From an optimization exercise on the open Yosys and OpenROAD flow, aimed at small area; shortcuts taken in it are not production practice. Function was checked by simulation only, so behaviour that the tests miss may differ from the original. The flow treats the clock pin as an ideal source, which a real chip does not have.

==> job 4942 <==
==> flow/design.v <==
package sdram_streamer_pkg;
   localparam int DEF_DATAWIDTH    = 32;
   localparam int DEF_ADDRESSWIDTH = 32;
   localparam int DEF_FIFO_DEPTH   = 16;
   localparam int DEF_COUNTWIDTH   = 16;
   typedef enum logic [1:0] {
      IDLE,
      WRITE,
      FLUSH,
      DONE
   } state_t;
   typedef struct packed {
      logic [DEF_ADDRESSWIDTH-1:0]  address;
      logic [DEF_DATAWIDTH/8-1:0]   byteenable;
      logic [DEF_DATAWIDTH-1:0]     data;
   } fifo_entry_t;
   function automatic int clog2(input int value);
      clog2 = 0;
      for (int i = 0; i < 31; i++) begin
         if ((1 << i) < value) begin
            clog2 = i + 1;
         end
      end
   endfunction
endpackage
module sync_fifo #(
   parameter int WIDTH = 8,
   parameter int DEPTH = 16
)(
   input  logic             clk,
   input  logic             rst_n,
   input  logic             push,
   input  logic [WIDTH-1:0] push_data,
   input  logic             pop,
   output logic [WIDTH-1:0] head_data,
   output logic             full,
   output logic             empty,
   output logic             more_than_one
);
   logic [WIDTH-1:0] mem [DEPTH];
   logic [DEPTH-1:0] head_sel_reg;
   logic             empty_reg;
   logic             do_push;
   assign full          = head_sel_reg[DEPTH-1];
   assign empty         = empty_reg;
   assign more_than_one = !head_sel_reg[0];
   assign do_push       = push && !full;
   always_comb begin
      head_data = '0;
      for (int i = 0; i < DEPTH; i++) begin
         head_data = head_data | ({WIDTH{head_sel_reg[i]}} & mem[i]);
      end
   end
   always_ff @(posedge clk) begin
      if (do_push) begin
         mem[0] <= push_data;
         for (int i = 1; i < DEPTH; i++) begin
            mem[i] <= mem[i-1];
         end
      end
   end
   always_ff @(posedge clk or negedge rst_n) begin
      if (!rst_n) begin
         head_sel_reg <= DEPTH'(1);
         empty_reg    <= 1'b1;
      end else begin
         case ({do_push, pop})
            2'b10: begin
               if (empty_reg) begin
                  empty_reg <= 1'b0;
               end else begin
                  head_sel_reg <= {head_sel_reg[DEPTH-2:0], 1'b0};
               end
            end
            2'b01: begin
               if (head_sel_reg[0]) begin
                  empty_reg <= 1'b1;
               end else begin
                  head_sel_reg <= {1'b0, head_sel_reg[DEPTH-1:1]};
               end
            end
            default: ;
         endcase
      end
   end
endmodule
module sdram_write_streamer #(
   parameter int DATAWIDTH       = sdram_streamer_pkg::DEF_DATAWIDTH,
   parameter int BYTEENABLEWIDTH = DATAWIDTH / 8,
   parameter int ADDRESSWIDTH    = sdram_streamer_pkg::DEF_ADDRESSWIDTH,
   parameter int FIFO_DEPTH      = sdram_streamer_pkg::DEF_FIFO_DEPTH,
   parameter int COUNTWIDTH      = sdram_streamer_pkg::DEF_COUNTWIDTH
)(
   input  logic                       clock50MHz,
   input  logic                       reset,
   input  logic                       auto_incr,
   input  logic [ADDRESSWIDTH-1:0]    base_address,
   input  logic                       load_base,
   input  logic [ADDRESSWIDTH-1:0]    sdram_address,
   input  logic [BYTEENABLEWIDTH-1:0] sdram_byteenable,
   input  logic                       sdram_write,
   input  logic [DATAWIDTH-1:0]       sdram_writedata,
   output logic                       sdram_waitrequest,
   input  logic                       sdram_finished,
   input  logic                       irq_ack,
   output logic [ADDRESSWIDTH-1:0]    master_address,
   output logic [BYTEENABLEWIDTH-1:0] master_byteenable,
   output logic                       master_write,
   output logic [DATAWIDTH-1:0]       master_writedata,
   input  logic                       master_waitrequest,
   output logic                       irq,
   output logic [COUNTWIDTH-1:0]      word_count,
   output logic                       busy
);
   localparam int ENTRY_W = ADDRESSWIDTH + BYTEENABLEWIDTH + DATAWIDTH;
   logic                    master_write_reg;
   logic                    flush_reg;
   logic [ADDRESSWIDTH-1:0] pointer_reg;     
   logic                    ptr_valid_reg;
   logic [ADDRESSWIDTH-1:0] addr_src;
   logic [COUNTWIDTH-1:0]   word_count_reg;
   logic                    irq_reg;
   logic                    finish_pending_reg;
   logic                    fifo_full, fifo_empty, fifo_more;
   logic                    push, pop, inc;
   logic [ENTRY_W-1:0]      head_entry;
   assign push = sdram_write && !fifo_full;
   assign inc  = push && auto_incr;
   assign pop  = master_write_reg && !master_waitrequest;
   assign addr_src = load_base ? base_address : (ptr_valid_reg ? pointer_reg : '0);
   logic [ADDRESSWIDTH-1:0] ptr_next;
   assign ptr_next = inc ? addr_src + ADDRESSWIDTH'(BYTEENABLEWIDTH) : addr_src;
   logic [COUNTWIDTH-1:0]   wc_next;
   logic [COUNTWIDTH:0]     wc_carry;
   always_comb begin
      wc_carry[0] = 1'b1;
      for (int i = 0; i < COUNTWIDTH; i++) begin
         wc_next[i]    = word_count_reg[i] ^ wc_carry[i];
         wc_carry[i+1] = word_count_reg[i] & wc_carry[i];
      end
   end
   sync_fifo #(
      .WIDTH (ENTRY_W),
      .DEPTH (FIFO_DEPTH)
   ) u_fifo (
      .clk           (clock50MHz),
      .rst_n         (reset),
      .push          (push),
      .push_data     ({auto_incr ? addr_src : sdram_address, sdram_byteenable, sdram_writedata}),
      .pop           (pop),
      .head_data     (head_entry),
      .full          (fifo_full),
      .empty         (fifo_empty),
      .more_than_one (fifo_more)
   );
   always_ff @(posedge clock50MHz) begin
      pointer_reg <= ptr_next;
   end
   always_ff @(posedge clock50MHz or negedge reset) begin
      if (!reset) begin
         master_write_reg   <= 1'b0;
         flush_reg          <= 1'b0;
         ptr_valid_reg      <= 1'b0;
         word_count_reg     <= '0;
         irq_reg            <= 1'b0;
         finish_pending_reg <= 1'b0;
      end else begin
         if (master_write_reg) begin
            if (!master_waitrequest && !fifo_more) begin
               master_write_reg <= 1'b0;
               flush_reg        <= (finish_pending_reg || sdram_finished) && !push;
            end
         end else if (flush_reg) begin
            flush_reg <= 1'b0;
         end else if (!fifo_empty) begin
            master_write_reg <= 1'b1;
         end else begin
            flush_reg <= finish_pending_reg;
         end
         ptr_valid_reg <= 1'b1;
         if (load_base) begin
            word_count_reg <= '0;
         end else if (pop) begin
            word_count_reg <= wc_next;
         end
         if (flush_reg) begin
            irq_reg <= 1'b1;
         end else if (irq_ack) begin
            irq_reg <= 1'b0;
         end
         if (flush_reg) begin
            finish_pending_reg <= 1'b0;
         end else if (sdram_finished) begin
            finish_pending_reg <= 1'b1;
         end
      end
   end
   assign sdram_waitrequest = fifo_full;
   assign master_address    = head_entry[ENTRY_W-1 -: ADDRESSWIDTH];
   assign master_byteenable = head_entry[DATAWIDTH +: BYTEENABLEWIDTH];
   assign master_writedata  = head_entry[DATAWIDTH-1:0];
   assign master_write      = master_write_reg;
   assign irq               = irq_reg;
   assign word_count        = word_count_reg;
   assign busy              = !fifo_empty || master_write_reg;
endmodule
==> flow/flow/run.sh <==
#!/bin/bash
# Standard ORFS layout (standard.sh) with changes that only affect buffering and sizing:
#  - port buffers use sky130_fd_sc_hd__buf_1 instead of the default pick;
#  - CTS clusters more sinks per leaf buffer and inserts no dummy loads;
# make's full output goes to orfs_make.log; ORFS keeps each step's log under orfs/logs.
set -euo pipefail
CTS_ARGS="-sink_clustering_enable -repair_clock_nets -dont_use_dummy_load -sink_clustering_size 30 -sink_clustering_max_diameter 100"
bash standard.sh \
  "BUFFER_PORTS_ARGS=-buffer_cell sky130_fd_sc_hd__buf_1" \
  "CTS_ARGS=$CTS_ARGS" \
  finish > orfs_make.log 2>&1
==> flow/standard.sh <==
#!/bin/bash
# synth_recipe.tcl (not shown) runs the flow's synth.tcl, then flattens the netlist and writes it again
# the make line also repeats each setting of config.mk as NAME=value (left out here)
make -C /OpenROAD-flow-scripts/flow DESIGN_CONFIG=/design/flow/config.mk WORK_HOME=/design/flow/orfs CLKGATE_MAP_FILE= SYNTH_SCRIPT=/design/flow/synth_recipe.tcl "${@:-finish}"
==> flow/config.mk <==
export PLATFORM = sky130hd
export DESIGN_NAME = sdram_write_streamer
export DESIGN_NICKNAME = sdram_write_streamer
export VERILOG_FILES = /design/flow/design.v
export SDC_FILE = /design/flow/constraint.sdc
export NUM_CORES = 4
export LEC_CHECK = 0
export CAP_MARGIN = 20
export CORE_MARGIN = 2
export CORE_UTILIZATION = 40
export SLEW_MARGIN = 20
==> flow/constraint.sdc <==
create_clock -name core_clock -period 5.0 [get_ports {clock50MHz}]
set_input_delay 1.0000 -clock core_clock [delete_from_list [all_inputs] [get_ports {clock50MHz}]]
set_output_delay 1.0000 -clock core_clock [all_outputs]
set_load 0.01 [all_outputs]
==> inputs of job 2195, as changes to job 4942 <==
--- a/flow/design.v
+++ b/flow/design.v
@@ -25,7 +25,8 @@
 endpackage
 module sync_fifo #(
    parameter int WIDTH = 8,
-   parameter int DEPTH = 16
+   parameter int DEPTH = 16,
+   parameter int AW    = $clog2(DEPTH)
 )(
    input  logic             clk,
    input  logic             rst_n,
@@ -38,48 +39,36 @@
    output logic             more_than_one
 );
    logic [WIDTH-1:0] mem [DEPTH];
-   logic [DEPTH-1:0] head_sel_reg;
-   logic             empty_reg;
+   logic [AW-1:0]    wr_ptr_reg;
+   logic [AW-1:0]    rd_ptr_reg;
+   logic [AW:0]      count_reg;
    logic             do_push;
-   assign full          = head_sel_reg[DEPTH-1];
-   assign empty         = empty_reg;
-   assign more_than_one = !head_sel_reg[0];
+   assign full          = count_reg[AW];
+   assign empty         = (count_reg == '0);
+   assign more_than_one = |count_reg[AW:1];
    assign do_push       = push && !full;
-   always_comb begin
-      head_data = '0;
-      for (int i = 0; i < DEPTH; i++) begin
-         head_data = head_data | ({WIDTH{head_sel_reg[i]}} & mem[i]);
-      end
-   end
+   assign head_data = mem[rd_ptr_reg];
    always_ff @(posedge clk) begin
       if (do_push) begin
-         mem[0] <= push_data;
-         for (int i = 1; i < DEPTH; i++) begin
-            mem[i] <= mem[i-1];
-         end
+         mem[wr_ptr_reg] <= push_data;
       end
    end
    always_ff @(posedge clk or negedge rst_n) begin
       if (!rst_n) begin
-         head_sel_reg <= DEPTH'(1);
-         empty_reg    <= 1'b1;
+         wr_ptr_reg <= '0;
+         rd_ptr_reg <= '0;
+         count_reg  <= '0;
       end else begin
+         if (do_push) begin
+            wr_ptr_reg <= wr_ptr_reg + AW'(1);
+         end
+         if (pop) begin
+            rd_ptr_reg <= rd_ptr_reg + AW'(1);
+         end
          case ({do_push, pop})
-            2'b10: begin
-               if (empty_reg) begin
-                  empty_reg <= 1'b0;
-               end else begin
-                  head_sel_reg <= {head_sel_reg[DEPTH-2:0], 1'b0};
-               end
-            end
-            2'b01: begin
-               if (head_sel_reg[0]) begin
-                  empty_reg <= 1'b1;
-               end else begin
-                  head_sel_reg <= {1'b0, head_sel_reg[DEPTH-1:1]};
-               end
-            end
-            default: ;
+            2'b10:   count_reg <= count_reg + (AW+1)'(1);
+            2'b01:   count_reg <= count_reg - (AW+1)'(1);
+            default: count_reg <= count_reg;
          endcase
       end
    end
@@ -115,8 +104,7 @@
    localparam int ENTRY_W = ADDRESSWIDTH + BYTEENABLEWIDTH + DATAWIDTH;
    logic                    master_write_reg;
    logic                    flush_reg;
-   logic [ADDRESSWIDTH-1:0] pointer_reg;     
-   logic                    ptr_valid_reg;
+   logic [ADDRESSWIDTH-1:0] pointer_reg;
    logic [ADDRESSWIDTH-1:0] addr_src;
    logic [COUNTWIDTH-1:0]   word_count_reg;
    logic                    irq_reg;
@@ -127,18 +115,7 @@
    assign push = sdram_write && !fifo_full;
    assign inc  = push && auto_incr;
    assign pop  = master_write_reg && !master_waitrequest;
-   assign addr_src = load_base ? base_address : (ptr_valid_reg ? pointer_reg : '0);
-   logic [ADDRESSWIDTH-1:0] ptr_next;
-   assign ptr_next = inc ? addr_src + ADDRESSWIDTH'(BYTEENABLEWIDTH) : addr_src;
-   logic [COUNTWIDTH-1:0]   wc_next;
-   logic [COUNTWIDTH:0]     wc_carry;
-   always_comb begin
-      wc_carry[0] = 1'b1;
-      for (int i = 0; i < COUNTWIDTH; i++) begin
-         wc_next[i]    = word_count_reg[i] ^ wc_carry[i];
-         wc_carry[i+1] = word_count_reg[i] & wc_carry[i];
-      end
-   end
+   assign addr_src = load_base ? base_address : pointer_reg;
    sync_fifo #(
       .WIDTH (ENTRY_W),
       .DEPTH (FIFO_DEPTH)
@@ -153,14 +130,11 @@
       .empty         (fifo_empty),
       .more_than_one (fifo_more)
    );
-   always_ff @(posedge clock50MHz) begin
-      pointer_reg <= ptr_next;
-   end
    always_ff @(posedge clock50MHz or negedge reset) begin
       if (!reset) begin
          master_write_reg   <= 1'b0;
          flush_reg          <= 1'b0;
-         ptr_valid_reg      <= 1'b0;
+         pointer_reg        <= '0;
          word_count_reg     <= '0;
          irq_reg            <= 1'b0;
          finish_pending_reg <= 1'b0;
@@ -177,11 +151,13 @@
          end else begin
             flush_reg <= finish_pending_reg;
          end
-         ptr_valid_reg <= 1'b1;
+         if (load_base || inc) begin
+            pointer_reg <= addr_src + (inc ? ADDRESSWIDTH'(BYTEENABLEWIDTH) : '0);
+         end
          if (load_base) begin
             word_count_reg <= '0;
          end else if (pop) begin
-            word_count_reg <= wc_next;
+            word_count_reg <= word_count_reg + COUNTWIDTH'(1);
          end
          if (flush_reg) begin
             irq_reg <= 1'b1;
==> flow/run.sh (new file) <==
#!/bin/bash
# synth_recipe.tcl (not shown) runs the flow's synth.tcl, then flattens the netlist and writes it again
# the make line also repeats each setting of config.mk as NAME=value (left out here)
make -C /OpenROAD-flow-scripts/flow DESIGN_CONFIG=/design/flow/config.mk WORK_HOME=/design/flow/orfs CLKGATE_MAP_FILE= SYNTH_SCRIPT=/design/flow/synth_recipe.tcl finish
removed: flow/flow/run.sh
removed: flow/standard.sh
==> inputs of job 340, as changes to job 4942 <==
--- a/flow/design.v
+++ b/flow/design.v
@@ -115,8 +115,7 @@
    localparam int ENTRY_W = ADDRESSWIDTH + BYTEENABLEWIDTH + DATAWIDTH;
    logic                    master_write_reg;
    logic                    flush_reg;
-   logic [ADDRESSWIDTH-1:0] pointer_reg;     
-   logic                    ptr_valid_reg;
+   logic [ADDRESSWIDTH-1:0] pointer_reg;
    logic [ADDRESSWIDTH-1:0] addr_src;
    logic [COUNTWIDTH-1:0]   word_count_reg;
    logic                    irq_reg;
@@ -127,12 +126,18 @@
    assign push = sdram_write && !fifo_full;
    assign inc  = push && auto_incr;
    assign pop  = master_write_reg && !master_waitrequest;
-   assign addr_src = load_base ? base_address : (ptr_valid_reg ? pointer_reg : '0);
+   assign addr_src = load_base ? base_address : pointer_reg;
    logic [ADDRESSWIDTH-1:0] ptr_next;
-   assign ptr_next = inc ? addr_src + ADDRESSWIDTH'(BYTEENABLEWIDTH) : addr_src;
+   logic [ADDRESSWIDTH:2]   ptr_carry;
    logic [COUNTWIDTH-1:0]   wc_next;
    logic [COUNTWIDTH:0]     wc_carry;
    always_comb begin
+      ptr_next[1:0] = addr_src[1:0];
+      ptr_carry[2]  = inc;
+      for (int i = 2; i < ADDRESSWIDTH; i++) begin
+         ptr_next[i]    = addr_src[i] ^ ptr_carry[i];
+         ptr_carry[i+1] = addr_src[i] & ptr_carry[i];
+      end
       wc_carry[0] = 1'b1;
       for (int i = 0; i < COUNTWIDTH; i++) begin
          wc_next[i]    = word_count_reg[i] ^ wc_carry[i];
@@ -153,14 +158,11 @@
       .empty         (fifo_empty),
       .more_than_one (fifo_more)
    );
-   always_ff @(posedge clock50MHz) begin
-      pointer_reg <= ptr_next;
-   end
    always_ff @(posedge clock50MHz or negedge reset) begin
       if (!reset) begin
          master_write_reg   <= 1'b0;
          flush_reg          <= 1'b0;
-         ptr_valid_reg      <= 1'b0;
+         pointer_reg        <= '0;
          word_count_reg     <= '0;
          irq_reg            <= 1'b0;
          finish_pending_reg <= 1'b0;
@@ -177,7 +179,7 @@
          end else begin
             flush_reg <= finish_pending_reg;
          end
-         ptr_valid_reg <= 1'b1;
+         pointer_reg <= ptr_next;
          if (load_base) begin
             word_count_reg <= '0;
          end else if (pop) begin
==> flow/flow/run.sh (replaced) <==
#!/bin/bash
# Standard ORFS layout (standard.sh) with changes that only affect buffering and sizing:
#  - port buffers use sky130_fd_sc_hd__buf_1 instead of the default pick;
#  - CTS clusters more sinks per leaf buffer and inserts no dummy loads;
#  - after global routing, gates off the critical paths are downsized (RECOVER_POWER).
# make's full output goes to orfs_make.log; ORFS keeps each step's log under orfs/logs.
set -euo pipefail
CTS_ARGS="-sink_clustering_enable -repair_clock_nets -dont_use_dummy_load -sink_clustering_size 25 -sink_clustering_max_diameter 80"
bash standard.sh \
  "BUFFER_PORTS_ARGS=-buffer_cell sky130_fd_sc_hd__buf_1" \
  "CTS_ARGS=$CTS_ARGS" \
  RECOVER_POWER=100 \
  finish > orfs_make.log 2>&1
==> run notes <==
Job 340 completed, yet does not pass: capacitance limit, slew limit, setup timing. Job 2195 ran to the end with no violations. Job 4942 went through all stages and came out clean.
Of job 4942 and job 340, job 4942 has the higher flip-flop and latch count (gap 1).
Die area: job 340 < job 4942 < job 2195.
The highest non-clock buffer count belongs to job 2195, the lowest to job 4942.
First-iteration DRC count, lowest first: job 2195, job 340, job 4942.
Final cell count, lowest first: job 340, job 4942, job 2195.
Hold slack, lowest first: job 340, job 4942, job 2195.
Synthesized cell count: job 4942 > job 340 > job 2195.
Sequential share of layout area: job 2195 < job 340 < job 4942.
Clock skew, highest first: job 340, job 4942, job 2195.
The highest global-route usage belongs to job 4942, the lowest to job 2195.

## afterwards: timing with drivers on the ports
The flow's constraints put no driver on any port. The routed layouts listed below were extracted and timed again, unchanged, in two steps.
Step 1 sets driving cells, clkbuf_16 on the clock port and buf_2 on the other inputs (assumed; they add their load-dependent delay and slew).
Step 2, shift: input delay + t, output delay - t, t = (earliest + latest rising clock arrival at the registers) / 2. This alone moves slack from input paths to output paths.
Slacks: no drivers / after step 1 / after step 2; pairs: no drivers / after step 1.
run	t, ns	slack for setup (ns)	worst data-port slew with drivers (ns)
job 4942	0.684	0.954 / 0.888 / 0.985	0.04
job 2195	0.764	0.297 / 0.226 / 0.990	0.11
job 340	0.723	-0.793 / -0.793 / -1.468	0.14
For job 340, which loses most, drivers alone change the setup slack by 0.000 ns; drivers and shift together by -0.675 ns.
